Source: an optimization exercise on an open RTL-to-GDS flow (aim: small area). Production flows keep margins and buffers that such runs may drop. Function not checked in this run: the RTL went through the layout flow alone.

**flow/design.v**
```verilog
package vga_scene_pkg;
    localparam logic [2:0] GS_RUNNING   = 3'd0;
    localparam logic [2:0] GS_GAME_OVER = 3'd1;
    localparam logic [2:0] GS_WIN       = 3'd2;
    localparam logic [23:0] LIGHT_GRAY      = 24'hC0C0C0;
    localparam logic [23:0] DARK_GRAY       = 24'h404040;
    localparam logic [23:0] LAVA_RED        = 24'hFF0000;
    localparam logic [23:0] GOLD            = 24'hFFD700;
    localparam logic [23:0] GRASS_GREEN     = 24'h3CB043;
    localparam logic [23:0] LAVA_WALL_COLOR = 24'hFF4500;
    localparam int LAVA_WIDTH  = 40;
    localparam int SCREEN_H    = 480;
    localparam int SPRITE_SIZE = 16;
    localparam int MAX_COORD_W = 16;
    typedef struct packed {
        logic                   valid;
        logic [MAX_COORD_W-1:0] x0;
        logic [MAX_COORD_W-1:0] x1;
        logic [MAX_COORD_W-1:0] y0;
        logic [MAX_COORD_W-1:0] y1;
        logic [23:0]            color;
    } rect_t;
    typedef enum logic [1:0] {
        FADE_IDLE   = 2'd0,
        FADE_FADING = 2'd1,
        FADE_HELD   = 2'd2
    } fade_state_e;
endpackage
import vga_scene_pkg::*;
module vga_tint_fade #(
    parameter int FADE_SHIFT = 3
) (
    input  logic        clk,
    input  logic        rst,
    input  logic        frame_start,
    input  logic [2:0]  game_state,
    input  logic [23:0] base_color,
    output logic [23:0] tint_color
);
    localparam logic [FADE_SHIFT:0] LVL_ONE  = (FADE_SHIFT+1)'(1);
    localparam logic [FADE_SHIFT:0] LVL_FULL = (FADE_SHIFT+1)'(1 << FADE_SHIFT);
    localparam int                  BW       = FADE_SHIFT + 11;
    vga_scene_pkg::fade_state_e state_q, state_d;
    logic [FADE_SHIFT:0] level_q, level_d;
    logic                win_q, win_d;       
    logic                gs_win;
    logic                gs_end;
    logic [FADE_SHIFT:0] level_inc;
    logic [23:0]         target;
    assign gs_win    = (game_state == GS_WIN);
    assign gs_end    = (game_state == GS_GAME_OVER) || gs_win;
    assign level_inc = level_q + LVL_ONE;
    always_ff @(posedge clk) begin
        if (rst) begin
            state_q <= FADE_IDLE;
            level_q <= '0;
            win_q   <= 1'b0;
        end else begin
            state_q <= state_d;
            level_q <= level_d;
            win_q   <= win_d;
        end
    end
    always_comb begin
        state_d = state_q;
        level_d = level_q;
        win_d   = win_q;
        if (!gs_end) begin
            state_d = FADE_IDLE;
            level_d = '0;
        end else if ((state_q != FADE_IDLE) && (gs_win != win_q)) begin
            state_d = FADE_FADING;
            level_d = '0;
            win_d   = gs_win;
        end else if (frame_start) begin
            case (state_q)
                FADE_IDLE: begin
                    state_d = FADE_FADING;
                    level_d = '0;
                    win_d   = gs_win;
                end
                FADE_FADING: begin
                    level_d = level_inc;
                    if (level_inc == LVL_FULL) begin
                        state_d = FADE_HELD;
                    end
                end
                default: ;
            endcase
        end
    end
    function automatic logic [7:0] blend(input logic [7:0] b, input logic [7:0] t,
                                         input logic [FADE_SHIFT:0] lvl);
        logic signed [8:0]    diff;
        logic signed [BW-1:0] prod;
        logic signed [BW-1:0] sum;
        logic [7:0]           res;
        diff = $signed({1'b0, t}) - $signed({1'b0, b});
        prod = BW'(diff) * BW'($signed({1'b0, lvl}));
        sum  = (prod >>> FADE_SHIFT) + BW'($signed({1'b0, b}));
        if (sum[BW-1]) begin
            res = 8'd0;
        end else if (sum > BW'(255)) begin
            res = 8'hFF;
        end else begin
            res = sum[7:0];
        end
        blend = res;
    endfunction
    always_comb begin
        if (win_q) begin
            target = base_color | 24'h302000;
        end else begin
            target = {base_color[23:16] | 8'h60, 1'b0, base_color[15:9], 1'b0, base_color[7:1]};
        end
        tint_color = {blend(base_color[23:16], target[23:16], level_q),
                      blend(base_color[15:8],  target[15:8],  level_q),
                      blend(base_color[7:0],   target[7:0],   level_q)};
    end
endmodule
import vga_scene_pkg::*;
module vga_scene_renderer #(
    parameter int          NUM_RECTS    = 16,
    parameter int          COORD_W      = 10,
    parameter int          CEIL_Y       = 75,
    parameter int          FADE_SHIFT   = 3,
    parameter logic [23:0] BG_COLOR     = vga_scene_pkg::LIGHT_GRAY,
    parameter logic [23:0] PLAYER_COLOR = 24'h0000FF
) (
    input  logic                         clk,
    input  logic                         rst,
    input  logic [COORD_W-1:0]           x,
    input  logic [COORD_W-1:0]           y,
    input  logic                         active_pixels,
    input  logic                         frame_start,
    input  logic [COORD_W-1:0]           player_x,
    input  logic [COORD_W-1:0]           player_y,
    input  logic [COORD_W-1:0]           lava_x,
    input  logic [COORD_W-1:0]           lava_height,
    input  logic [2:0]                   game_state,
    input  logic                         wr_en,
    input  logic [$clog2(NUM_RECTS)-1:0] wr_idx,
    input  logic [COORD_W-1:0]           wr_x0,
    input  logic [COORD_W-1:0]           wr_x1,
    input  logic [COORD_W-1:0]           wr_y0,
    input  logic [COORD_W-1:0]           wr_y1,
    input  logic [23:0]                  wr_color,
    input  logic                         wr_valid,
    input  logic                         clear_all,
    output logic [7:0]                   VGA_R,
    output logic [7:0]                   VGA_G,
    output logic [7:0]                   VGA_B,
    output logic                         out_active
);
    logic [NUM_RECTS-1:0]   rq_valid;
    logic [MAX_COORD_W-1:0] rq_x0    [NUM_RECTS];
    logic [MAX_COORD_W-1:0] rq_x1    [NUM_RECTS];
    logic [MAX_COORD_W-1:0] rq_y0    [NUM_RECTS];
    logic [MAX_COORD_W-1:0] rq_y1    [NUM_RECTS];
    logic [23:0]            rq_color [NUM_RECTS];
    always_ff @(posedge clk) begin
        if (rst) begin
            for (int i = 0; i < NUM_RECTS; i++) begin
                rq_valid[i] <= 1'b0;
                rq_x0[i]    <= '0;
                rq_x1[i]    <= '0;
                rq_y0[i]    <= '0;
                rq_y1[i]    <= '0;
                rq_color[i] <= '0;
            end
        end else if (clear_all) begin
            rq_valid <= '0;
        end else if (wr_en && ($unsigned(wr_idx) < NUM_RECTS)) begin
            for (int i = 0; i < NUM_RECTS; i++) begin
                if (wr_idx == i) begin
                    rq_valid[i] <= wr_valid;
                    rq_x0[i]    <= MAX_COORD_W'(wr_x0);
                    rq_x1[i]    <= MAX_COORD_W'(wr_x1);
                    rq_y0[i]    <= MAX_COORD_W'(wr_y0);
                    rq_y1[i]    <= MAX_COORD_W'(wr_y1);
                    rq_color[i] <= wr_color;
                end
            end
        end
    end
    logic [MAX_COORD_W-1:0] xw, yw;
    logic [NUM_RECTS-1:0]   hit_d, hit_q;
    logic [COORD_W:0]       spr_x_end, spr_y_end, lava_x_end, lava_y_sum;
    logic                   spr_box_d, spr_box_q;
    logic                   lava_d, lava_q;
    logic                   ceil_d, ceil_q;
    logic [3:0]             px_raw, px_d, px_q, py_d, py_q;
    logic                   act1_q;
    assign xw = MAX_COORD_W'(x);
    assign yw = MAX_COORD_W'(y);
    always_comb begin
        hit_d = '0;
        for (int i = 0; i < NUM_RECTS; i++) begin
            hit_d[i] = rq_valid[i] &&
                       (xw >= rq_x0[i]) && (xw <= rq_x1[i]) &&
                       (yw >= rq_y0[i]) && (yw <= rq_y1[i]);
        end
    end
    assign spr_x_end  = {1'b0, player_x} + (COORD_W+1)'(SPRITE_SIZE);
    assign spr_y_end  = {1'b0, player_y} + (COORD_W+1)'(SPRITE_SIZE);
    assign lava_x_end = {1'b0, lava_x}   + (COORD_W+1)'(LAVA_WIDTH);
    assign lava_y_sum = {1'b0, y} + {1'b0, lava_height};
    assign spr_box_d = (x >= player_x) && ({1'b0, x} < spr_x_end) &&
                       (y >= player_y) && ({1'b0, y} < spr_y_end);
    assign lava_d    = (x >= lava_x) && ({1'b0, x} < lava_x_end) &&
                       (lava_y_sum >= (COORD_W+1)'(SCREEN_H));
    assign ceil_d    = (y < COORD_W'(CEIL_Y));
    assign px_raw = x[3:0] - player_x[3:0];
    assign py_d   = y[3:0] - player_y[3:0];
    assign px_d   = px_raw;
    always_ff @(posedge clk) begin
        if (rst) begin
            hit_q     <= '0;
            spr_box_q <= 1'b0;
            lava_q    <= 1'b0;
            ceil_q    <= 1'b0;
            px_q      <= '0;
            py_q      <= '0;
            act1_q    <= 1'b0;
        end else begin
            hit_q     <= hit_d;
            spr_box_q <= spr_box_d;
            lava_q    <= lava_d;
            ceil_q    <= ceil_d;
            px_q      <= px_d;
            py_q      <= py_d;
            act1_q    <= active_pixels;
        end
    end
    function automatic logic sprite_pixel(input logic [3:0] px, input logic [3:0] py);
        logic head;
        logic body;
        logic limbs;
        head  = (px >= 4'd5) && (px <= 4'd10) && (py <= 4'd5);
        body  = ((px == 4'd7) || (px == 4'd8)) && (py >= 4'd6) && (py <= 4'd12);
        limbs = (py >= 4'd8) &&
                (({1'b0, px} == (5'd16 - {1'b0, py})) || (px == (py - 4'd1)));
        sprite_pixel = head || body || limbs;
    endfunction
    logic [23:0] color_d, color_q;
    logic        act2_q;
    always_comb begin
        color_d = BG_COLOR;
        if (ceil_q) color_d = DARK_GRAY;
        for (int i = 0; i < NUM_RECTS; i++) begin
            if (hit_q[i]) color_d = rq_color[i];
        end
        if (lava_q) color_d = LAVA_WALL_COLOR;
        if (spr_box_q && sprite_pixel(px_q, py_q)) color_d = PLAYER_COLOR;
    end
    always_ff @(posedge clk) begin
        if (rst) begin
            color_q <= '0;
            act2_q  <= 1'b0;
        end else begin
            color_q <= color_d;
            act2_q  <= act1_q;
        end
    end
    logic [23:0] tint_w;
    logic [23:0] rgb_q;
    logic        act3_q;
    vga_tint_fade #(
        .FADE_SHIFT (FADE_SHIFT)
    ) u_tint (
        .clk         (clk),
        .rst         (rst),
        .frame_start (frame_start),
        .game_state  (game_state),
        .base_color  (color_q),
        .tint_color  (tint_w)
    );
    always_ff @(posedge clk) begin
        if (rst) begin
            rgb_q  <= '0;
            act3_q <= 1'b0;
        end else begin
            rgb_q  <= act2_q ? tint_w : 24'h0;
            act3_q <= act2_q;
        end
    end
    assign VGA_R      = rgb_q[23:16];
    assign VGA_G      = rgb_q[15:8];
    assign VGA_B      = rgb_q[7:0];
    assign out_active = act3_q;
endmodule
```
**flow/run.sh**
```bash
#!/bin/bash
# synth_recipe.tcl (not shown) runs the flow's synth.tcl, then flattens the netlist and writes it again
# the make line also repeats each setting of config.mk as NAME=value (left out here)
make -C /OpenROAD-flow-scripts/flow DESIGN_CONFIG=/design/flow/config.mk WORK_HOME=/design/flow/orfs CLKGATE_MAP_FILE= SYNTH_SCRIPT=/design/flow/synth_recipe.tcl finish
```
**flow/config.mk**
```make
export PLATFORM = sky130hd
export DESIGN_NAME = vga_scene_renderer
export DESIGN_NICKNAME = vga_scene_renderer
export VERILOG_FILES = /design/flow/design.v
export SDC_FILE = /design/flow/constraint.sdc
export NUM_CORES = 4
export LEC_CHECK = 0
export CAP_MARGIN = 20
export CORE_MARGIN = 2
export CORE_UTILIZATION = 40
export SLEW_MARGIN = 20
```
**flow/constraint.sdc**
```tcl
create_clock -name core_clock -period 8.0 [get_ports {clk}]
set_input_delay 1.6000 -clock core_clock [delete_from_list [all_inputs] [get_ports {clk}]]
set_output_delay 1.6000 -clock core_clock [all_outputs]
set_load 0.01 [all_outputs]
```
==> flow_metrics.py <==
metrics = {
    "outcome": {
        "status": "no timing/DRC/antenna violations",
    },
    "logic_synthesis": {
        "synth.cell_area_um2": 65300,
        "syn_area_per_cell_um2": 7.55,
        "synth_top_family_by_area": "compound AO/OA/AOI/OAI gates",
        "synth_seq_cells": 1125,
        "synth_cell_type_count": 99,
        "synth-xor-area-share_pct": 1.02,
        "synth-simple-area-share_pct": 19.3,
        "synthCells": 8647,
        "synth_fa_ha_area_share_pct": 17.3,
        "synth_compound_area_share_pct": 19.6,
        "ys.flop_type": "dfxtp_1",
        "ys_warn_count": 7,
        "synth_edf_count": 0,
        "seq_area_frac_synth_pct": 34.5,
        "ys_async_sr_fraction_pct": 0,
        "synthMuxAreaShare_pct": 0.172,
    },
    "floorplan": {
        "start_util_pct": 40.2,
        "dieWidth_um": 408,
        "die_h_um": 408,
        "die-area_um2": 167000,
        "core_area_um2": 162000,
        "io_pins": 163,
        "rows": 148,
    },
    "power_and_ir_drop": {
        "clock_power_share_pct": 47.7,
        "power.switching_mw": 3.50,
        "p_sw_share_pct": 26.1,
        "power_density_nw_per_um2": 183,
        "power.total_mw": 13.4,
        "internal_power_mw": 9.90,
        "power.share.combinational_pct": 9.9,
        "p_leak_nw": 26.6,
        "ir_worst_vdd_uv": 225,
        "seqPwrFrac_pct": 42.5,
    },
    "clock_network": {
        "clock_path_buffers": 3,
        "numCtsBuffers": 135,
        "cts-hold-fix-buffers": 0,
        "worstSkewPairLatency_ns": 0.79,
        "cts.clk_slew.worst_paths_ns": 0.06,
        "cts_root_buffer": "clkbuf_16",
        "cts_tree": "done",
        "cts_setup_buffers": 0,
        "cts_resized": 0,
        "h-tree-depth": 4,
        "clock-sinks": 1125,
    },
    "layout": {
        "multiInputGateArea_um2": 37700,
        "regArea_um2": 22500,
        "mostFrequentLayoutCells": "nand2_1 (2254), a21oi_1 (1363), dfxtp_1 (1120)",
        "stdcell_area_um2": 73100,
        "mostFrequentLayoutCell": "nand2_1",
        "nets": 9523,
        "finalNonFillerCells": 10800,
        "layout-drive-gt1-share_pct": 5.15,
        "utilization_pct": 45.0,
        "syn_to_final_growth_pct": 11.9,
        "fillCellCount": 16100,
    },
    "timing": {
        "min_period_ns": 7.23,
        "rsz0062_at_grt": "no",
        "finalHoldViolCount": 0,
        "finalWorstSetupSlack_ns": 0.765,
        "finalCritPeriodShare_pct": 90.4,
        "relSlewSlack_pct": 19.6,
        "tightest_slew_ns": 1.20,
        "slew_violations": 0,
        "setup_viol": 0,
        "setup_tns_ns": 0,
        "fin_skew_ns": 0.0294,
        "holdWs_ns": 0.442,
        "timing.fmax_mhz": 138,
    },
    "worst_setup_path": {
        "cp_data_arrival_time_ns": 7.88,
        "crit_required_ns": 8.64,
        "worstPathMaxFanout": 19,
        "crit_top_cell": "ha_1",
        "reg2regPathDepth": 28,
        "path_class": "flop to flop",
        "crit_path_top_delay_cell": "dfxtp_1",
        "endpoint_kind": "flop",
        "worstReg2RegEnd": "rgb_q[3]$_SDFF_PP0_",
        "r2r-start": "u_tint.win_q$_SDFFE_PP0P_",
        "cpPeakStageDelay_ns": 0.77,
        "reg2reg_setup_slack_ns": 0.77,
        "startpoint_type": "flop",
    },
    "route": {
        "via_per_inst": 5.37,
        "vias": 58000,
        "drt_iter0_markers": 4811,
        "ant_nets": 0,
        "drc": 0,
        "drt-total-wl_um": 208000,
        "dr.pass1.iters": 6,
        "routedWlPerCell_um": 19.2,
    },
    "grt": {
        "grt_antenna_before_repair": 21,
        "track_usage_pct": 24.3,
        "first_global_vias": 55100,
        "grt_pass1_wl_um": 320000,
        "grt_overflow": 0,
        "grt_max_degree": 184,
    },
    "place": {
        "port_buffers": 162,
        "dp_slack_ns": 0.823,
        "placed_area_um2": 68400,
        "dp_cells": 10600,
        "place_congestion": 0.856,
        "dp_hpwl_um": 133000,
    },
    "min_path": {
        "whs_path_depth": 1,
        "hold_path.class": "flop to flop",
        "min_from": "act1_q$_SDFF_PP0_",
        "holdPathEnd": "act2_q$_SDFF_PP0_",
    },
    "flow_run": {
        "drv_cap": 0,
    },
}
[flip-flops by register name, summed over array words and instances, names as in the netlist, 2 cells and up]
| signal | count |
|---|---|
| rq_color | 384 |
| rq_valid | 16 |
| u_tint.level_q | 4 |
| u_tint.state_q | 2 |
| color_q | 24 |
| rgb_q | 24 |
| hit_q | 16 |
| rq_x1 | 160 |
| rq_y0 | 160 |
| rq_x0 | 160 |
| px_q | 4 |
| rq_y1 | 160 |
| py_q | 4 |
[final cells by class]
class                      instances  area share, %
sequential                      1125           30.8
clock inverter                    43          0.808
antenna                            6         0.0205
tap                             2175           3.72
multi-input combinational       6164           51.6
clock buffer                     200           5.48
timing repair buffer             269           3.28
inverter                         820           4.21
[critical path, delay by kind of cell, from the launching register on]
kind | cells | cell delay [ns]
XOR/XNOR | 1 | 0.13
flip-flops | 1 | 0.77
AND/OR/NAND/NOR | 7 | 1.57
buffers and inverters | 4 | 0.45
adder cells (fa/ha/maj) | 6 | 2.15
AO/OA/AOI/OAI | 10 | 2.04
[Yosys cell counts (52+ instances only)]
cell / count / area (µm²)
nand4_1: 52 / 325
buf_2: 70 / 350
nor2b_1: 138 / 863
and2_1: 56 / 350
fa_1: 57 / 1140
a211oi_1: 58 / 435
inv_1: 818 / 3070
ha_1: 813 / 10200
nand2b_1: 60 / 375
o21ai_0: 245 / 1230
a21o_1: 130 / 976
nand2_1: 2266 / 8510
dfxtp_1: 1125 / 22500
o21a_1: 58 / 435
nor2_1: 206 / 773
nand3_1: 59 / 295
clkbuf_1: 469 / 1760
a21oi_1: 1363 / 6820
[kinds of logic (layout without fill, tap and decap cells)]
group,after synthesis,count (layout)
compound gates,2196,2196
mux,11,11
fa+ha+maj,870,870
simple gates,2996,2996
buf+inv,1374,1332
xor+xnor,73,73
flops,1125,1125
other cells,2,24
[worst max-delay path by stage]
stage | cells past startpoint | end | start
4_1_cts | 28 | rgb_q[3]$_SDFF_PP0_ | u_tint.win_q$_SDFFE_PP0P_
3_5_place_dp | 28 | rgb_q[3]$_SDFF_PP0_ | u_tint.win_q$_SDFFE_PP0P_
3_3_place_gp | 28 | rgb_q[6]$_SDFF_PP0_ | u_tint.win_q$_SDFFE_PP0P_
6_report | 28 | rgb_q[3]$_SDFF_PP0_ | u_tint.win_q$_SDFFE_PP0P_
5_1_grt | 29 | rgb_q[3]$_SDFF_PP0_ | u_tint.win_q$_SDFFE_PP0P_
2_1_floorplan | 28 | rgb_q[10]$_SDFF_PP0_ | u_tint.win_q$_SDFFE_PP0P_
[layer usage]
layer  up-vias  GRT usage (%)  wire length (µm)
li1      28400              -                 -
met1     27500           31.7             90800
met2      1663           41.1             97600
met3       372           3.29             13000
met4         6           8.04              6120
met5         -              0                37
[power by group through the flow]
stage / clock network [mW] / logic [mW] / registers, mW
2_1_floorplan: 0 / 0.806 / 5.80
3_5_place_dp: 0 / 1.30 / 5.81
3_3_place_gp: 0 / 1.27 / 5.81
4_1_cts: 6.50 / 1.31 / 5.69
6_report: 6.39 / 1.32 / 5.69
5_1_grt: 6.71 / 1.47 / 5.69

[separate check: timing with driven ports]
No port has a modelled driver above. Below, the same layout with a new extraction and two added sets of constraints.
Step 1, drivers: a clkbuf_16 drives clk and a buf_2 each remaining input, both assumed.
Step 2 also shifts input and output timing later by t, the mid clock arrival at the registers, as if the neighbouring blocks saw the same clock.
Three values: no drivers, after step 1, after step 2; two values: the first two.
shift t [ns]: 0.859
slack for setup (ns): 0.765 / 0.765 / 0.765
worst register clock-pin slew, ns: 0.06 / 0.06
After both steps setup and hold are still met in this run. The setup slack of this run moves by 0.000 ns with the drivers and by 0.000 ns with both steps.
